Background: an optimization exercise with open tools, aiming at small area. Do not read the settings as production practice. Function was checked by simulation only, so behaviour that the tests miss may differ from the original. Power and IR drop assume default switching activity.

==> design/flow/design.v <==
module wb_regfile #(
    parameter int unsigned COUNT_W = 16
) (
    input  logic               clk,
    input  logic               rst,
    input  logic [4:0]         mem_wb_rd,
    input  logic               mem_wb_mem_to_reg,
    input  logic               mem_wb_regwrite,
    input  logic [31:0]        mem_wb_aluout1,
    input  logic [31:0]        mem_wb_aluout2,
    input  logic [4:0]         id_rs1,
    input  logic [4:0]         id_rs2,
    output logic [31:0]        rs1_data,
    output logic [31:0]        rs2_data,
    output logic [31:0]        wb_data,
    output logic               wb_we,
    output logic [COUNT_W-1:0] wb_count
);
    localparam int unsigned XLEN = 32;
    localparam int unsigned NREG = 32;
    localparam int unsigned AW   = 5;
    logic [XLEN-1:0]    r_regs [NREG];
    logic [COUNT_W-1:0] r_count;
    logic [XLEN-1:0]    w_wb_data;
    logic               w_wb_we;
    logic [XLEN-1:0]    w_rs1_data;
    logic [XLEN-1:0]    w_rs2_data;
    assign w_wb_data = mem_wb_mem_to_reg ? mem_wb_aluout2 : mem_wb_aluout1;
    assign w_wb_we   = mem_wb_regwrite && (mem_wb_rd != AW'(0)) && !rst;
    always_ff @(posedge clk) begin
        if (rst) begin
            for (int i = 0; i < int'(NREG); i++) begin
                r_regs[i] <= '0;
            end
            r_count <= '0;
        end else if (w_wb_we) begin
            r_regs[mem_wb_rd] <= w_wb_data;
            r_count           <= r_count + COUNT_W'(1);
        end
    end
    always_comb begin
        w_rs1_data = (id_rs1 == AW'(0)) ? XLEN'(0) : r_regs[id_rs1];
    end
    always_comb begin
        w_rs2_data = (id_rs2 == AW'(0)) ? XLEN'(0) : r_regs[id_rs2];
    end
    assign rs1_data = w_rs1_data;
    assign rs2_data = w_rs2_data;
    assign wb_data  = w_wb_data;
    assign wb_we    = w_wb_we;
    assign wb_count = r_count;
endmodule
==> design/flow/run.sh <==
#!/bin/bash
# synth_recipe.tcl (not shown) runs the flow's synth.tcl, then flattens the netlist and writes it again
# the make line also repeats each setting of config.mk as NAME=value (left out here)
make -C /OpenROAD-flow-scripts/flow DESIGN_CONFIG=/design/flow/config.mk WORK_HOME=/design/flow/orfs CLKGATE_MAP_FILE= SYNTH_SCRIPT=/design/flow/synth_recipe.tcl finish
==> design/flow/config.mk <==
export PLATFORM = sky130hd
export DESIGN_NAME = wb_regfile
export DESIGN_NICKNAME = wb_regfile
export VERILOG_FILES = /design/flow/design.v
export SDC_FILE = /design/flow/constraint.sdc
export NUM_CORES = 4
export LEC_CHECK = 0
export CAP_MARGIN = 20
export CORE_MARGIN = 2
export CORE_UTILIZATION = 40
export SLEW_MARGIN = 20
==> design/flow/constraint.sdc <==
create_clock -name core_clock -period 6.0 [get_ports {clk}]
set_input_delay 1.2000 -clock core_clock [delete_from_list [all_inputs] [get_ports {clk}]]
set_output_delay 1.2000 -clock core_clock [all_outputs]
set_load 0.01 [all_outputs]
==> impl_metrics.csv, run 1 <==
group,metric,value,unit
finish,fin_util,46.6,%
grt,grt_pass1_vias,36803,
critical_path,slowest_stage,"a311oi_1",
critical_path,max_stage_delay,0.76,ns
routing,route.vias.total,36801,
sta,setup_viol,0,
power,p_switching,4.60,mW
floorplanning,core,133000,sq um
clocking,cts_buffer_depth,3,
finish,area_delta_synth_final,16.2,%
critical_path,crit_required,4.80,ns
yosys,ys_ff_latch,1040,
placement,routabilityCongestion,0.909,
power,p_clk_share,37.6,%
clocking,cts-root-buf,"clkbuf_16",
finish,num-nets-final,4019,
critical_path,path_cells,"buf_8 > buf_12 > or4_4 > buf_4 > o21ai_0 > a311oi_1 > clkdlybuf4s50_1",
critical_path,r2r_slack,4.28,ns
sta,finClkSkew,0.00476,ns
critical_path,cp-start-kind,"input pin",
sta,fin_setup_tns,0,ns
job,max_cap_violations,0,
finish,final_area,62000,sq um
grt,grt_max_degree,60,
routing,drcViolationCount,0,
yosys,yosysTopAreaCell,"edfxtp_1",
critical_path,critPathMaxFanout,56,
floorplanning,initial_utilization,40.1,%
yosys,synth_cells,3775,
min_path,worstHoldStart,"r_count[15]",
yosys,synthTopCellsByArea,"edfxtp_1 (58%), mux4_2 (19%), nor2_1 (7.1%)",
yosys,syn_area,53400,sq um
min_path,min_path_cells,2,
power,p_leak,21.2,nW
finish,diodes,0,
critical_path,r2r-end,"r_count[15]",
grt,antenna_found_initial,3,
placement,dpl-instance-area,58500,sq um
finish,final_common_cell,"edfxtp_1",
routing,wl_per_cell,32.5,um
sta,hold_violations,0,
grt,grt_overflow,0,
critical_path,worst-setup-path-type,"in2out",
clocking,htree_levels,3,
critical_path,crit_family,"buffers and inverters",
power,pwr-share-comb,14.2,%
clocking,cts_tree,"built",
yosys,seq_area_frac_synth,58.2,%
power,ir_drop,0.243,mV
sta,finalMaxSlewViolations,0,
sta,rsz0062_at_grt,"false",
power,p_int,13.2,mW
grt,grt.met2_usage,42.8,%
floorplanning,die_area,136000,sq um
grt,grt_pass1_wl,268000,um
floorplanning,die_w,369,um
placement,portBuffers,195,
critical_path,rr_worst_depth,4,
critical_path,cp_data_arrival_time,4.44,ns
yosys,synth_top_area_share,57.6,%
clocking,cts_buffers,110,
finish,drive_gt1_share,25.3,%
yosys,avgSynthCellArea,14.1,sq um
sta,fin_crit_sh,94.0,%
clocking,clk_latency,0.72,ns
sta,slew_headroom,14.3,%
sta,min_period,5.64,ns
power,power,17.8,mW
yosys,yosys_warnings,1,
power,p_sw_share,25.8,%
outcome,status,"complete, no violations",
routing,drtIter0Drc,5316,
grt,top_usage_layer,"met2",
floorplanning,ios,196,
sta,fmax,177,MHz
finish,final_cell_mix,"edfxtp_1 (1,024), nor2_1 (1,007), mux4_2 (448)",
power,powerDensity,287,nW/um^2
routing,postRouteWirelength,189000,um
critical_path,timing.rr.start,"r_count[3]",
sta,worstMarginPinSlew,1.28,ns
placement,dpl.hpwl,121000,um
finish,num-fill-cells,11535,
clocking,cts_hold_buf,0,
grt,met1_usage,36.7,%
clocking,postCtsSetupBuffers,0,
power,pwr-share-seq,48.1,%
floorplanning,die_h,369,um
clocking,clkTransAtPathRegs,0.06,ns
routing,ant_nets,0,
critical_path,critical_path.endpoint_type,"primary output",
yosys,yosysUniqueCellTypes,47,
min_path,hp-class,"reg2reg",
routing,avgViaCountPerCell,6.35,
clocking,cts_resized,0,
grt,grt_use_met3,6.60,%
grt,grt_usage,27.5,%
critical_path,cp.buffers_inverters,4,
min_path,min_to,"r_count[15]",
sta,hold_ws,0.494,ns
routing,drt-pass1-iter-count,8,
floorplanning,rows,134,
clocking,numClockSinks,1040,
==> layer usage <==
layer  vias up  share of wire [%]
met4         2                5.1
met3       446                 11
met1     19067                 38
met2      2482                 46
li1      14804                  -
met5         -             0.0069
==> power by group through the flow <==
stage / Combinational [mW] / Clock, mW / Sequential [mW]
2_1_floorplan: 1.39 / 0 / 8.64
3_3_place_gp: 2.50 / 0 / 8.69
3_5_place_dp: 2.51 / 0 / 8.72
4_1_cts: 2.52 / 6.75 / 8.56
5_1_grt: 2.62 / 7.03 / 8.61
6_report: 2.54 / 6.71 / 8.57
==> cell usage after synthesis, drive strengths merged <==
library cell,number
o21ai,119
a22oi,64
o31ai,2
ha,1
and4b,1
xnor2,1
or2,2
nor2b,72
or4,5
and2,3
nand2,56
and3,4
clkbuf,258
nor3b,2
inv,36
conb,1
nor2,1009
buf,151
nand3,14
o2111ai,19
nand4,2
nor4b,1
nand2b,34
mux2,64
dfxtp,16
or3,7
mux4,448
a21oi,9
nor4,2
mux2i,161
nand3b,2
a311oi,64
o211ai,4
xor2,5
edfxtp,1024
and4,1
a221oi,47
a211oi,64
==> how the worst max path moves through the flow <==
stage / from / endpoint / slack, ns / cells past startpoint
floorplan: id_rs1[0] / rs1_data[12] / 2.17 / 7
global placement: id_rs2[1] / rs2_data[3] / 0.49 / 7
detailed placement: id_rs2[1] / rs2_data[3] / 0.52 / 7
CTS: id_rs2[1] / rs2_data[3] / 0.49 / 7
global route: id_rs2[1] / rs2_data[3] / 0.35 / 7
finish: id_rs2[1] / rs2_data[3] / 0.36 / 7
==> state kept, by name, indices dropped and copies added (netlist names) <==
name,flops
r_count,16
r_regs,1024
==> area by class of cell <==
type	instances	area (sq um)	share of cell area [%]
clock buffers	142	2960	4.77
clock inverters	65	514	0.829
inverters	36	138	0.222
multi-input cells	2321	21000	33.9
flip-flops and latches	1040	31100	50.1
well taps	1768	2210	3.57
repair buffers	426	4090	6.59
==> through the flow <==
step,setup WS [ns],instances
after CTS,0.490,5798
after floorplan,2.17,3806
final,0.362,5798
after global placement,0.489,5591
after global routing,0.352,5798
after detailed placement,0.519,5591
==> worst reg2reg max path, stage by stage (launching register included) <==
cell	delay [ns]
dfxtp_1	0.42
and3_1	0.31
o2111ai_4	0.22
or4_1	0.55
a21oi_1	0.14
==> logic make-up after synthesis <==
family | count (synthesis) | share of synthesized area (%)
compound gates | 392 | 5.28
buf+inv | 445 | 3.74
simple gates | 1217 | 9.36
xor+xnor | 6 | 0.0985
fa+ha+maj | 1 | 0.0234
mux | 673 | 23.3
other cells | 1 | 0.00703
flops | 1040 | 58.2
==> run 2: changes to the inputs <==
==> design/flow/design.v (replaced) <==
module wb_regfile_bit (
    input  logic q,
    input  logic hold,
    input  logic wr,
    input  logic d,
    output logic n
);
    assign n = (q & hold) | (d & wr);
endmodule
module wb_regfile_rd3 (
    input  logic [2:0] q,
    input  logic [2:0] sel,
    output logic       y_n
);
    assign y_n = ~|(q & sel);
endmodule
module wb_regfile_rdor (
    input  logic [10:0] t_n,
    output logic        y
);
    assign y = ~&t_n;
endmodule
module wb_regfile_rdbit (
    input  logic [30:0] q,
    input  logic [30:0] sel,
    output logic        y
);
    logic [10:0] t_n;
    genvar gk;
    generate
        for (gk = 0; gk < 10; gk++) begin : g_t
            wb_regfile_rd3 u_t (.q(q[3*gk+2:3*gk]), .sel(sel[3*gk+2:3*gk]), .y_n(t_n[gk]));
        end
    endgenerate
    assign t_n[10] = ~(q[30] & sel[30]);
    wb_regfile_rdor u_or (.t_n(t_n), .y(y));
endmodule
module wb_regfile #(
    parameter int unsigned COUNT_W = 16
) (
    input  logic               clk,
    input  logic               rst,
    input  logic [4:0]         mem_wb_rd,
    input  logic               mem_wb_mem_to_reg,
    input  logic               mem_wb_regwrite,
    input  logic [31:0]        mem_wb_aluout1,
    input  logic [31:0]        mem_wb_aluout2,
    input  logic [4:0]         id_rs1,
    input  logic [4:0]         id_rs2,
    output logic [31:0]        rs1_data,
    output logic [31:0]        rs2_data,
    output logic [31:0]        wb_data,
    output logic               wb_we,
    output logic [COUNT_W-1:0] wb_count
);
    localparam int unsigned XLEN = 32;
    localparam int unsigned NREG = 32;
    logic [XLEN-1:0]    r_regs [1:NREG-1];
    logic [XLEN-1:0]    w_next [1:NREG-1];
    logic [COUNT_W-1:0] r_count;
    logic [XLEN-1:0]    w_wb_data;
    logic               w_wb_we;
    logic [NREG-1:1]    w_wr;     
    logic [NREG-1:1]    w_hold;   
    logic [NREG-1:1]    w_sel1;
    logic [NREG-1:1]    w_sel2;
    logic [NREG-2:0]    w_col [XLEN];   
    assign w_wb_data = mem_wb_mem_to_reg ? mem_wb_aluout2 : mem_wb_aluout1;
    assign w_wb_we   = mem_wb_regwrite && (mem_wb_rd != 5'd0) && !rst;
    genvar gi, gb;
    generate
        for (gi = 1; gi < NREG; gi++) begin : g_row
            assign w_wr[gi]   = w_wb_we && (mem_wb_rd == 5'(gi));
            assign w_hold[gi] = !w_wr[gi] && !rst;
            assign w_sel1[gi] = (id_rs1 == 5'(gi));
            assign w_sel2[gi] = (id_rs2 == 5'(gi));
            for (gb = 0; gb < XLEN; gb++) begin : g_bit
                wb_regfile_bit u_nx (
                    .q(r_regs[gi][gb]), .hold(w_hold[gi]), .wr(w_wr[gi]),
                    .d(w_wb_data[gb]), .n(w_next[gi][gb])
                );
                assign w_col[gb][gi-1] = r_regs[gi][gb];
            end
            always_ff @(posedge clk) begin
                r_regs[gi] <= w_next[gi];
            end
        end
        for (gb = 0; gb < XLEN; gb++) begin : g_rd
            wb_regfile_rdbit u_rd1 (.q(w_col[gb]), .sel(w_sel1), .y(rs1_data[gb]));
            wb_regfile_rdbit u_rd2 (.q(w_col[gb]), .sel(w_sel2), .y(rs2_data[gb]));
        end
    endgenerate
    always_ff @(posedge clk) begin
        if (rst) begin
            r_count <= '0;
        end else if (w_wb_we) begin
            r_count <= r_count + COUNT_W'(1);
        end
    end
    assign wb_data  = w_wb_data;
    assign wb_we    = w_wb_we;
    assign wb_count = r_count;
endmodule
==> design/flow/flow/run.sh (new file) <==
#!/bin/bash
# Standard ORFS layout with two changes: port buffers are the smallest plain
# buffer (the resizer may still upsize them), and clock tree synthesis uses
# small clock buffers without dummy loads.
set -euo pipefail
export BUFFER_PORTS_ARGS="-buffer_cell sky130_fd_sc_hd__buf_1"
export CTS_ARGS="-sink_clustering_enable -repair_clock_nets -dont_use_dummy_load -buf_list {sky130_fd_sc_hd__clkbuf_4 sky130_fd_sc_hd__clkbuf_8}"
bash standard.sh > standard_sh.log 2>&1
==> design/flow/standard.sh (new file) <==
#!/bin/bash
# synth_recipe.tcl (not shown) runs the flow's synth.tcl, then flattens the netlist and writes it again
# the make line also repeats each setting of config.mk as NAME=value (left out here)
make -C /OpenROAD-flow-scripts/flow DESIGN_CONFIG=/design/flow/config.mk WORK_HOME=/design/flow/orfs CLKGATE_MAP_FILE= SYNTH_SCRIPT=/design/flow/synth_recipe.tcl "${@:-finish}"
--- a/design/flow/config.mk
+++ b/design/flow/config.mk
@@ -8,4 +8,8 @@
 export CAP_MARGIN = 20
 export CORE_MARGIN = 2
-export CORE_UTILIZATION = 40
+export CORE_UTILIZATION = 50
+export SETUP_SLACK_MARGIN = 0.2
 export SLEW_MARGIN = 20
+export SYNTH_HIERARCHICAL = 1
+export SYNTH_MINIMUM_KEEP_SIZE = 0
+export TNS_END_PERCENT = 100
removed: design/flow/run.sh
==> run 2 against run 1 <==
Compared with the run above: clock power is 26% lower; sequential power is 21% lower; clock-buffer cell count up 24; critical path depth increased by 1; area after synthesis down 27%; register-to-register slack worse by 0.17 ns.
==> impl_metrics.csv, run 2 <==
group,metric,value,unit
floorplanning,die_w,283,um
yosys,synthTopCellsByArea,"dfxtp_1 (52%), a22o_1 (22%), a222oi_1 (17%)",
clocking,numClockSinks,1008,
yosys,synth_flop_cell,"dfxtp_1",
routing,drcViolationCount,0,
yosys,post_synth_mux_area_share,0.955,%
min_path,worstHoldStart,"r_count[15]",
finish,reg_top3,"r_regs x992, r_count x16",
power,p_leak,16.2,nW
yosys,ys_ff_latch,1008,
power,powerDensity,278,nW/um^2
clocking,cts_buffer_depth,3,
sta,fin_setup_tns,0,ns
floorplanning,ios,196,
sta,fin_crit_sh,90.4,%
clocking,cts_hold_buf,0,
yosys,synth_top_area_share,52.0,%
clocking,cts_tree,"built",
critical_path,r2r-end,"r_count[15]",
finish,num-fill-cells,6486,
yosys,synth_most_common_cell,"dfxtp_1",
critical_path,cp_data_arrival_time,4.23,ns
sta,slew_headroom,16.5,%
clocking,htree_levels,4,
critical_path,timing.rr.start,"r_count[3]",
critical_path,cp.buffers_inverters,3,
sta,hold_ws,0.494,ns
finish,stdcell_count,4804,
routing,route.vias.total,40680,
routing,wl_per_cell,41.2,um
placement,placed_cells,4625,
job,max_cap_violations,0,
finish,final_area,45600,sq um
clocking,clkTransAtPathRegs,0.06,ns
yosys,yosys.area_share.simple,6.89,%
critical_path,cp-start-kind,"input pin",
yosys,yosys_warnings,12,
grt,grt_pass1_wl,276000,um
yosys,synth_edf_count,0,
sta,finalMaxSlewViolations,0,
floorplanning,die_area,79800,sq um
min_path,min_to,"r_count[15]",
critical_path,critPathMaxFanout,32,
placement,portBuffers,195,
yosys,synth_top_family_by_area,"compound AO/OA/AOI/OAI gates",
clocking,clk_latency,0.81,ns
finish,num-nets-final,3845,
yosys,yosysUniqueCellTypes,39,
clocking,cts_resized,0,
clocking,cts-root-buf,"clkbuf_8",
grt,grt_usage,47.7,%
sta,finClkSkew,0.0319,ns
critical_path,slowest_stage,"nor2_4",
power,ir_drop,0.178,mV
routing,drt-pass1-iter-count,17,
yosys,ys_top_cells_by_count,"dfxtp_1 (1,008), a22o_1 (992), a222oi_1 (640)",
min_path,hp-class,"reg2reg",
critical_path,crit_family,"simple AND/OR/NAND/NOR gates",
floorplanning,core,77100,sq um
sta,setup_viol,0,
sta,worstMarginPinSlew,1.25,ns
floorplanning,rows,102,
yosys,syn_area,38800,sq um
clocking,cts_buffers,166,
finish,final_cell_mix,"dfxtp_1 (1,008), a22o_1 (992), a222oi_1 (640)",
yosys,avgSynthCellArea,11.9,sq um
critical_path,critical_path.endpoint_type,"primary output",
clocking,postCtsSetupBuffers,0,
yosys,seq_area_frac_synth,52.0,%
routing,ant_nets,0,
grt,antenna_found_initial,14,
yosys,synth-adder-area-share,0.0323,%
yosys,synth_xor_area_share,0.0903,%
critical_path,path_cells,"buf_1 > buf_4 > or3_1 > nor2_4 > a222oi_1 > nand4_1 > or3_1 > buf_1",
grt,grt_pass1_vias,39501,
finish,final_common_cell,"dfxtp_1",
routing,avgViaCountPerCell,8.47,
placement,routabilityCongestion,0.964,
grt,grt_max_degree,48,
min_path,min_path_cells,2,
sta,rsz0062_at_grt,"false",
finish,area_delta_synth_final,17.5,%
floorplanning,initial_utilization,50.3,%
yosys,yosysTopAreaCell,"dfxtp_1",
finish,top_register,"r_regs",
yosys,synth_cells,3262,
routing,postRouteWirelength,198000,um
critical_path,worst-setup-path-type,"in2out",
finish,drive_gt1_share,13.2,%
critical_path,crit_required,4.80,ns
placement,dpl.hpwl,116000,um
finish,largest_register_ffs,992,
outcome,status,"complete, no violations",
yosys,synth_compound_area_share,39.7,%
sta,hold_violations,0,
sta,min_period,5.43,ns
critical_path,max_stage_delay,0.99,ns
critical_path,r2r_slack,4.11,ns
routing,drtIter0Drc,9306,
critical_path,rr_worst_depth,4,
floorplanning,die_h,283,um
yosys,async_flop_share,0,%
grt,grt_overflow,0,
sta,fmax,184,MHz
placement,dpl-instance-area,43100,sq um
==> run 2: cell count changes after synthesis, sizes merged, moves of 67 or more <==
cell    change
clkbuf    -241
nand4     +127
edfxtp   -1024
dfxtp     +992
or3        +67
mux2i     -160
nor2b      -69
nor2      -915
a22o      +992
mux4      -448
a222oi    +640
o21ai     -112
buf       -143
==> run 2: report_power, final <==
group	switching [mW]	total, mW	internal [mW]	leakage [nW]
clock network	2.54	4.96	2.42	1.19
registers	0.0445	6.80	6.75	8.13
logic	0.754	0.929	0.175	6.90
==> run 2: worst max-delay path by stage <==
stage | from | to | slack, ns | cells past startpoint
2_1_floorplan | id_rs1[4] | rs1_data[0] | 1.05 | 6
3_3_place_gp | id_rs1[0] | rs1_data[30] | 0.84 | 8
3_5_place_dp | id_rs1[0] | rs1_data[13] | 0.81 | 8
4_1_cts | id_rs1[0] | rs1_data[13] | 0.82 | 8
5_1_grt | id_rs1[2] | rs1_data[13] | 0.65 | 7
6_report | id_rs1[0] | rs1_data[13] | 0.57 | 8
==> run 2: cell type report <==
| type | instances | area (sq um) | share of cell area [%] |
|---|---|---|---|
| sequential | 1008 | 20200 | 44.3 |
| clock buffer | 166 | 2280 | 5.01 |
| antenna | 5 | 12.5 | 0.0274 |
| timing repair buffer | 356 | 2380 | 5.22 |
| multi-input combinational | 2227 | 19400 | 42.6 |
| tap | 1040 | 1300 | 2.85 |
| inverter | 2 | 7.51 | 0.0165 |
==> run 2: worst register-to-register path: cells and delay by family, from the launching register on <==
kind               cells  cell delay, ns
and+or+nand+nor        3            1.27
DFF                    1            0.42
AOI/OAI and AO/OA      1            0.14
==> run 2: kinds of logic (layout without fill, tap and decap cells) <==
family                   count (synthesis)  after routing
AO/OA/AOI/OAI                         1675           1675
flip-flops                            1008           1008
AND/OR/NAND/NOR                        514            514
multiplexers                            33             33
buffers and inverters                   27            524
XOR/XNOR                                 4              4
adder cells (fa/ha/maj)                  1              1
other                                    0              5
==> run 2: layer usage <==
layer / wire length (um) / GRT usage, % / vias up
met5: 75 / 0.611 / -
met4: 17500 / 36.8 / 14
met3: 32600 / 21.6 / 1015
met2: 78800 / 65.8 / 3957
met1: 69100 / 57.5 / 19744
li1: - / - / 15950
==> run 2: Yosys stat by module, one instance, submodules excluded <==
module            times used  flip-flops and latches  cells inside  cell area [sq um]
wb_regfile_rdbit          64                       0             1               3.75
wb_regfile                 1                    1008          1310              21900
wb_regfile_bit           992                       0             1               8.76
wb_regfile_rdor           64                       0             4               23.8
wb_regfile_rd3           640                       0             1               10.0
==> run 2: through the flow <==
step                      utilization, %  worst slack [ns]  total power [mW]
after floorplan                        -              1.05              7.28
after global placement              55.4             0.838              7.75
after detailed placement            55.9             0.806              7.79
after CTS                           58.8             0.818              12.6
after global routing                59.1             0.646              13.0
final                               59.1             0.573              12.7
==> run 3: changes to the inputs <==
==> design/flow/flow/run.sh (replaced) <==
#!/bin/bash
# Standard ORFS layout with two changes: port buffers are the smallest plain
# buffer (the resizer may still upsize them), and clock tree synthesis uses
# small clock buffers without dummy loads.
set -euo pipefail
export BUFFER_PORTS_ARGS="-buffer_cell sky130_fd_sc_hd__buf_1"
export CTS_ARGS="-sink_clustering_enable -repair_clock_nets -dont_use_dummy_load -buf_list {sky130_fd_sc_hd__clkbuf_8} -sink_clustering_size 16 -sink_clustering_max_diameter 100"
bash standard.sh > standard_sh.log 2>&1
--- a/design/flow/config.mk
+++ b/design/flow/config.mk
@@ -8,5 +8,5 @@
 export CAP_MARGIN = 20
 export CORE_MARGIN = 2
-export CORE_UTILIZATION = 50
+export CORE_UTILIZATION = 55
 export SETUP_SLACK_MARGIN = 0.2
 export SLEW_MARGIN = 20
==> run 3 against run 2 <==
Compared with the run above: combinational power fell by 3.9%; critical path type unchanged; critical path depth unchanged; fmax decreased by 4.6%; flip-flop and latch count did not move; highest routed layer unchanged; area after synthesis stayed put; global-route usage is 1.2 points higher; clock-buffer cell count down 94; worst hold slack improved by 0.0049 ns; die area fell by 9.0%; wire length decreased by 5.2%; final cell count fell by 4.3%; clock skew down 0.022 ns.
==> impl_metrics.csv, run 3 <==
group,metric,value,unit
outcome,status,"complete, no violations",
critical_path,max_stage_delay,1.07,ns
placement,dpl.hpwl,111000,um
sta,min_period,5.69,ns
routing,avgViaCountPerCell,8.80,
clocking,cts_resized,0,
routing,route.vias.total,40473,
critical_path,path_cells,"buf_1 > nand2b_1 > nor3_2 > buf_4 > a222oi_1 > nand4_1 > or3_1 > buf_1",
yosys,yosys_warnings,12,
sta,fin_setup_tns,0,ns
min_path,worstHoldStart,"r_count[15]",
yosys,ys_top_cells_by_count,"dfxtp_1 (1,008), a22o_1 (992), a222oi_1 (640)",
finish,area_delta_synth_final,13.5,%
sta,worstMarginPinSlew,1.33,ns
critical_path,timing.rr.start,"r_count[4]",
finish,largest_register_ffs,992,
critical_path,crit_required,4.80,ns
critical_path,cp.buffers_inverters,3,
sta,fmax,176,MHz
yosys,synth_cells,3262,
critical_path,rr_worst_depth,4,
clocking,htree_levels,3,
grt,grt_max_degree,34,
finish,num-nets-final,3736,
critical_path,slowest_stage,"nor3_2",
yosys,seq_area_frac_synth,52.0,%
floorplanning,core,69900,sq um
power,power,10.9,mW
min_path,min_path_cells,2,
placement,dpl_worst_slack,0.653,ns
routing,postRouteWirelength,188000,um
yosys,synth_edf_count,0,
critical_path,critPathMaxFanout,21,
grt,grt_pass1_wl,266000,um
floorplanning,die_w,270,um
placement,routabilityCongestion,0.975,
routing,drtIter0Drc,9960,
sta,finalMaxSlewViolations,0,
routing,ant_nets,0,
yosys,synth_top_area_share,52.0,%
clocking,cts_buffers,72,
power,p_leak,15.5,nW
yosys,avgSynthCellArea,11.9,sq um
min_path,min_to,"r_count[15]",
sta,slew_headroom,10.9,%
sta,finalWorstSetupSlack,0.310,ns
grt,grt_usage,48.9,%
clocking,clkTransAtPathRegs,0.10,ns
yosys,synthTopCellsByArea,"dfxtp_1 (52%), a22o_1 (22%), a222oi_1 (17%)",
finish,num-fill-cells,5564,
yosys,yosysUniqueCellTypes,39,
clocking,cts-root-buf,"clkbuf_8",
critical_path,r2r_slack,4.19,ns
critical_path,cp-start-kind,"input pin",
clocking,cts_tree,"built",
grt,grt_pass1_vias,38829,
floorplanning,die_h,270,um
floorplanning,rows,97,
routing,wl_per_cell,40.9,um
clocking,cts_buffer_depth,3,
clocking,postCtsSetupBuffers,0,
sta,fin_crit_sh,94.8,%
grt,grt_overflow,0,
critical_path,worst-setup-path-type,"in2out",
power,ir_drop,0.187,mV
critical_path,cp_data_arrival_time,4.49,ns
critical_path,r2r-end,"r_count[11]",
finish,top_register,"r_regs",
placement,portBuffers,195,
sta,hold_violations,0,
finish,drive_gt1_share,10.6,%
finish,fin_util,63.0,%
yosys,synth_most_common_cell,"dfxtp_1",
finish,reg_top3,"r_regs x992, r_count x16",
routing,drcViolationCount,0,
finish,final_common_cell,"dfxtp_1",
yosys,ys_ff_latch,1008,
critical_path,cpMostUsedCell,"buf_1",
floorplanning,initial_utilization,55.5,%
floorplanning,ios,196,
power,powerDensity,249,nW/um^2
sta,finClkSkew,0.00968,ns
finish,final_cell_mix,"dfxtp_1 (1,008), a22o_1 (992), a222oi_1 (640)",
grt,antenna_found_initial,16,
critical_path,critical_path.endpoint_type,"primary output",
clocking,cts_hold_buf,0,
critical_path,crit_family,"simple AND/OR/NAND/NOR gates",
min_path,hp-class,"reg2reg",
yosys,synth_flop_cell,"dfxtp_1",
yosys,syn_area,38800,sq um
yosys,async_flop_share,0,%
clocking,clk_latency,0.71,ns
clocking,numClockSinks,1008,
sta,rsz0062_at_grt,"false",
yosys,yosysTopAreaCell,"dfxtp_1",
floorplanning,die_area,72700,sq um
job,max_cap_violations,0,
routing,drt-pass1-iter-count,15,
sta,setup_viol,0,
run 3: cell counts after synthesis:
Identical to the previous run, type by type.
run 3: modules after synthesis (local to each module, per instance):
module | cell area, sq um | flops+latches
wb_regfile | 21900 | 1008
wb_regfile_rdbit | 3.75 | 0
wb_regfile_rdor | 23.8 | 0
wb_regfile_rd3 | 10.0 | 0
wb_regfile_bit | 8.76 | 0
run 3: area by class of cell:
type | count | area [sq um] | area share, %
flip-flops and latches | 1008 | 20200 | 45.8
multi-input cells | 2227 | 19400 | 44.0
repair buffers | 341 | 2270 | 5.15
well taps | 940 | 1180 | 2.67
clock buffers | 72 | 991 | 2.25
diodes | 8 | 20.0 | 0.0455
inverters | 2 | 7.51 | 0.0171
run 3: worst min-delay path, stage by stage, from the launching register on:
cell	delay, ns
dfxtp_1	0.33
o31ai_1	0.08
a21oi_2	0.05
run 3: metal layers:
metal,track usage (%),part of all wire (%)
met3,22.4,17
met1,59.8,35
met5,0,0.034
met4,35.0,8.4
met2,67.7,40
run 3: kinds of logic after synthesis:
family / share of synthesized area [%]
AO/OA/AOI/OAI: 39.7
adder cells (fa/ha/maj): 0.0322
AND/OR/NAND/NOR: 6.89
buffers and inverters: 0.313
XOR/XNOR: 0.0903
flip-flops: 52.0
multiplexers: 0.955
run 3: worst max path at each step:
stage	startpoint	depth (start not counted)	end
after floorplan	id_rs1[4]	6	rs1_data[0]
after global placement	id_rs1[2]	8	rs1_data[9]
after detailed placement	id_rs1[0]	8	rs1_data[3]
after CTS	id_rs1[0]	8	rs1_data[3]
after global routing	id_rs1[0]	8	rs1_data[3]
final	id_rs2[4]	8	rs2_data[19]
run 3: through the flow:
step | hold slack, ns | instances | instance area (sq um)
final | 0.499 | 4598 | 44000
after global routing | 0.536 | 4593 | 44000
after CTS | 0.499 | 4578 | 43700
after detailed placement | 0.484 | 4506 | 42700
after global placement | 0.469 | 4497 | 42500
after floorplan | 0.477 | 3262 | 38800
run 3: where the power goes:
group	switching (mW)	internal [mW]
combinational	0.722	0.171
sequential	0.0456	6.74
clock	2.19	1.08
total	2.95	7.99
==> run 4: changes to the inputs <==
--- a/design/flow/flow/run.sh
+++ b/design/flow/flow/run.sh
@@ -2,5 +2,6 @@
 # Standard ORFS layout with two changes: port buffers are the smallest plain
 # buffer (the resizer may still upsize them), and clock tree synthesis uses
-# small clock buffers without dummy loads.
+# small clock buffers without dummy loads, in clusters of at most 16 sinks
+# within 100 um.
 set -euo pipefail
 export BUFFER_PORTS_ARGS="-buffer_cell sky130_fd_sc_hd__buf_1"
--- a/design/flow/config.mk
+++ b/design/flow/config.mk
@@ -6,9 +6,10 @@
 export NUM_CORES = 4
 export LEC_CHECK = 0
-export CAP_MARGIN = 20
+export CAP_MARGIN = 15
 export CORE_MARGIN = 2
 export CORE_UTILIZATION = 55
+export PLACE_DENSITY = 0.8
 export SETUP_SLACK_MARGIN = 0.2
-export SLEW_MARGIN = 20
+export SLEW_MARGIN = 15
 export SYNTH_HIERARCHICAL = 1
 export SYNTH_MINIMUM_KEEP_SIZE = 0
==> run 4 against run 3 <==
Compared with the run above: still clean; fmax up 0.25%; critical path depth down 1; sequential share of layout area up 0.68 points; power down 1.1%; wire length down 9.2%; synthesized cell count unchanged; combinational power down 7.6%; clock skew down 0.0018 ns; cell area down 1.5%; via count down 1.6%; flip-flop and latch count unchanged.
==> impl_metrics.csv, run 4 <==
group,metric,value,unit
grt,grt_pass1_vias,37561,
clocking,cts_tree,"built",
power,ir_drop,0.163,mV
sta,fin_crit_sh,94.6,%
critical_path,worst-setup-path-type,"in2out",
yosys,synth_top_area_share,52.0,%
critical_path,cp_data_arrival_time,4.48,ns
critical_path,crit_family,"simple AND/OR/NAND/NOR gates",
finish,area_delta_synth_final,11.8,%
placement,dpl.hpwl,95300,um
power,powerDensity,250,nW/um^2
yosys,synth_cells,3262,
yosys,synthTopCellsByArea,"dfxtp_1 (52%), a22o_1 (22%), a222oi_1 (17%)",
yosys,ys_top_cells_by_count,"dfxtp_1 (1,008), a22o_1 (992), a222oi_1 (640)",
floorplanning,rows,97,
grt,grt_usage,43.9,%
grt,grt_pass1_wl,243000,um
sta,slew_headroom,8.68,%
sta,finClkSkew,0.00786,ns
clocking,numClockSinks,1008,
clocking,postCtsSetupBuffers,0,
yosys,synth_edf_count,0,
yosys,yosysTopAreaCell,"dfxtp_1",
yosys,seq_area_frac_synth,52.0,%
job,max_cap_violations,0,
routing,route.vias.total,39817,
finish,final_common_cell,"dfxtp_1",
critical_path,crit_required,4.80,ns
clocking,cts_buffers,72,
clocking,htree_levels,3,
yosys,async_flop_share,0,%
clocking,cts-root-buf,"clkbuf_8",
grt,grt_overflow,0,
placement,portBuffers,195,
yosys,ys_ff_latch,1008,
outcome,status,"complete, no violations",
yosys,yosys_warnings,12,
finish,largest_register_ffs,992,
finish,num-nets-final,3704,
sta,fin_setup_tns,0,ns
power,power,10.8,mW
critical_path,cpMostUsedCell,"buf_1",
finish,drive_gt1_share,9.76,%
yosys,yosysUniqueCellTypes,39,
critical_path,cp-start-kind,"input pin",
floorplanning,die_w,270,um
critical_path,slowest_stage,"nor2_4",
critical_path,cp.buffers_inverters,2,
yosys,synth_most_common_cell,"dfxtp_1",
floorplanning,ios,196,
sta,min_period,5.68,ns
critical_path,critical_path.endpoint_type,"primary output",
routing,drt-pass1-iter-count,17,
clocking,cts_buffer_depth,3,
yosys,synth_flop_cell,"dfxtp_1",
critical_path,path_cells,"buf_1 > nand2_1 > nor2_4 > a222oi_1 > nand4_1 > or3_1 > buf_1",
sta,fmax,176,MHz
routing,drcViolationCount,0,
clocking,clk_latency,0.69,ns
sta,finalMaxSlewViolations,0,
floorplanning,core,69900,sq um
routing,drtIter0Drc,10990,
placement,dpl_worst_slack,0.709,ns
sta,hold_violations,0,
yosys,syn_area,38800,sq um
sta,worstMarginPinSlew,1.37,ns
grt,antenna_found_initial,14,
finish,reg_top3,"r_regs x992, r_count x16",
critical_path,critPathMaxFanout,32,
sta,setup_viol,0,
placement,routabilityCongestion,0.960,
power,p_leak,15.2,nW
routing,ant_nets,0,
critical_path,max_stage_delay,1.03,ns
routing,avgViaCountPerCell,8.72,
sta,finalWorstSetupSlack,0.324,ns
routing,wl_per_cell,37.3,um
routing,postRouteWirelength,171000,um
sta,rsz0062_at_grt,"false",
yosys,avgSynthCellArea,11.9,sq um
clocking,cts_resized,0,
finish,num-fill-cells,5644,
min_path,hp-class,"reg2reg",
grt,grt_max_degree,36,
finish,top_register,"r_regs",
finish,final_cell_mix,"dfxtp_1 (1,008), a22o_1 (992), a222oi_1 (640)",
clocking,cts_hold_buf,0,
clocking,clkTransAtPathRegs,0.10,ns
floorplanning,die_area,72700,sq um
floorplanning,initial_utilization,55.5,%
floorplanning,die_h,270,um
[run 4: cell types whose count changed in the layout (fill, tap and decap cells not counted)]
| cell | change |
|---|---|
| nor2_2 | +1 |
| buf_1 | +1 |
| diode_2 | +2 |
| buf_4 | -10 |
| nor2_4 | -1 |
| buf_12 | -5 |
| clkbuf_2 | -1 |
| buf_16 | -17 |
[run 4: path summary, 6_finish.rpt]
check / start / endpoint / slack [ns] / depth (start not counted)
worst max-delay path: id_rs1[0] / rs1_data[27] / 0.32 / 7
worst max register to register: r_count[3] / r_count[13] / 4.25 / 4
worst min-delay path: r_count[15] / r_count[15] / 0.50 / 2
worst min register to register: r_count[15] / r_count[15] / 0.50 / 2
[run 4: power by group]
| part | internal, mW | switching (mW) | leakage (nW) | total (mW) |
|---|---|---|---|---|
| Clock | 1.08 | 2.14 | 0.518 | 3.22 |
| Combinational | 0.148 | 0.677 | 6.52 | 0.825 |
| Sequential | 6.74 | 0.0446 | 8.13 | 6.78 |
[run 4: through the flow]
step	cell area (sq um)	instances	hold slack, ns	util, %
5_1_grt	43400	4565	0.532	62.0
3_3_place_gp	42300	4484	0.469	60.5
6_report	43400	4568	0.504	62.1
4_1_cts	43300	4556	0.505	62.0
3_5_place_dp	42300	4484	0.485	60.5
2_1_floorplan	38800	3262	0.477	-
[run 4: final cells by class]
class                   instances  area (sq um)  share of cell area, %
inverters                       2          7.51                 0.0173
flip-flops and latches       1008         20200                   46.5
well taps                     940          1180                   2.71
multi-input cells            2227         19400                   44.7
repair buffers                309          1620                   3.74
diodes                         10          25.0                 0.0577
clock buffers                  72           991                   2.28
[run 4: cell families after synthesis]
logic type                 Yosys count  synth area share [%]
adders and majority gates            1                0.0322
and+or+nand+nor                    514                  6.89
xor gates and xnor gates             4                0.0903
AOI/OAI and AO/OA                 1675                  39.7
buffers and inverters               27                 0.313
DFF                               1008                  52.0
muxes                               33                 0.955
[run 4: per-layer routing]
metal	global-route usage [%]	share of wire [%]	up-vias
met1	54.9	34	18854
met4	31.9	8.7	10
met5	2.04	0.15	-
met3	18.5	18	1075
li1	-	-	15669
met2	60.1	40	4209
[run 4: Yosys stat by module (local to each module, per instance)]
module / times used / flip-flops and latches / area [sq um]
wb_regfile_bit: 992 / 0 / 8.76
wb_regfile_rdbit: 64 / 0 / 3.75
wb_regfile_rdor: 64 / 0 / 23.8
wb_regfile_rd3: 640 / 0 / 10.0
wb_regfile: 1 / 1008 / 21900
[run 4: worst min-delay path, cell delays in order (launching register included)]
cell     delay, ns
dfxtp_1       0.34
o31ai_1       0.08
a21oi_2       0.05

==> re-timing with driven ports <==
How much do the figures lean on ideal ports? The routed layouts below were timed once more, with nothing changed but the port constraints.
Step 1 sets driving cells, clkbuf_16 on the clock port and buf_2 on the other inputs (assumed; they add their load-dependent delay and slew).
Step 2 times the ports against the registers' clock, not the clock port: input delays grow and output delays shrink by t, the midpoint of the rising clock arrivals with the driver on.
Three values: ideal, step 1, step 2; two values: the first two.
run	t (ns)	setup WS [ns]	clock arrival spread, ns
run 1	0.794	0.362 / 0.297 / 0.297	0.021 / 0.020
run 2	0.865	0.573 / 0.478 / 0.478	0.137 / 0.137
run 3	0.780	0.310 / 0.223 / 0.223	0.055 / 0.055
run 4	0.776	0.324 / 0.243 / 0.243	0.067 / 0.067
After both steps setup and hold are still met in every run listed. The setup slack of run 2, which loses most, moves by -0.095 ns with the drivers and by -0.095 ns with both steps.
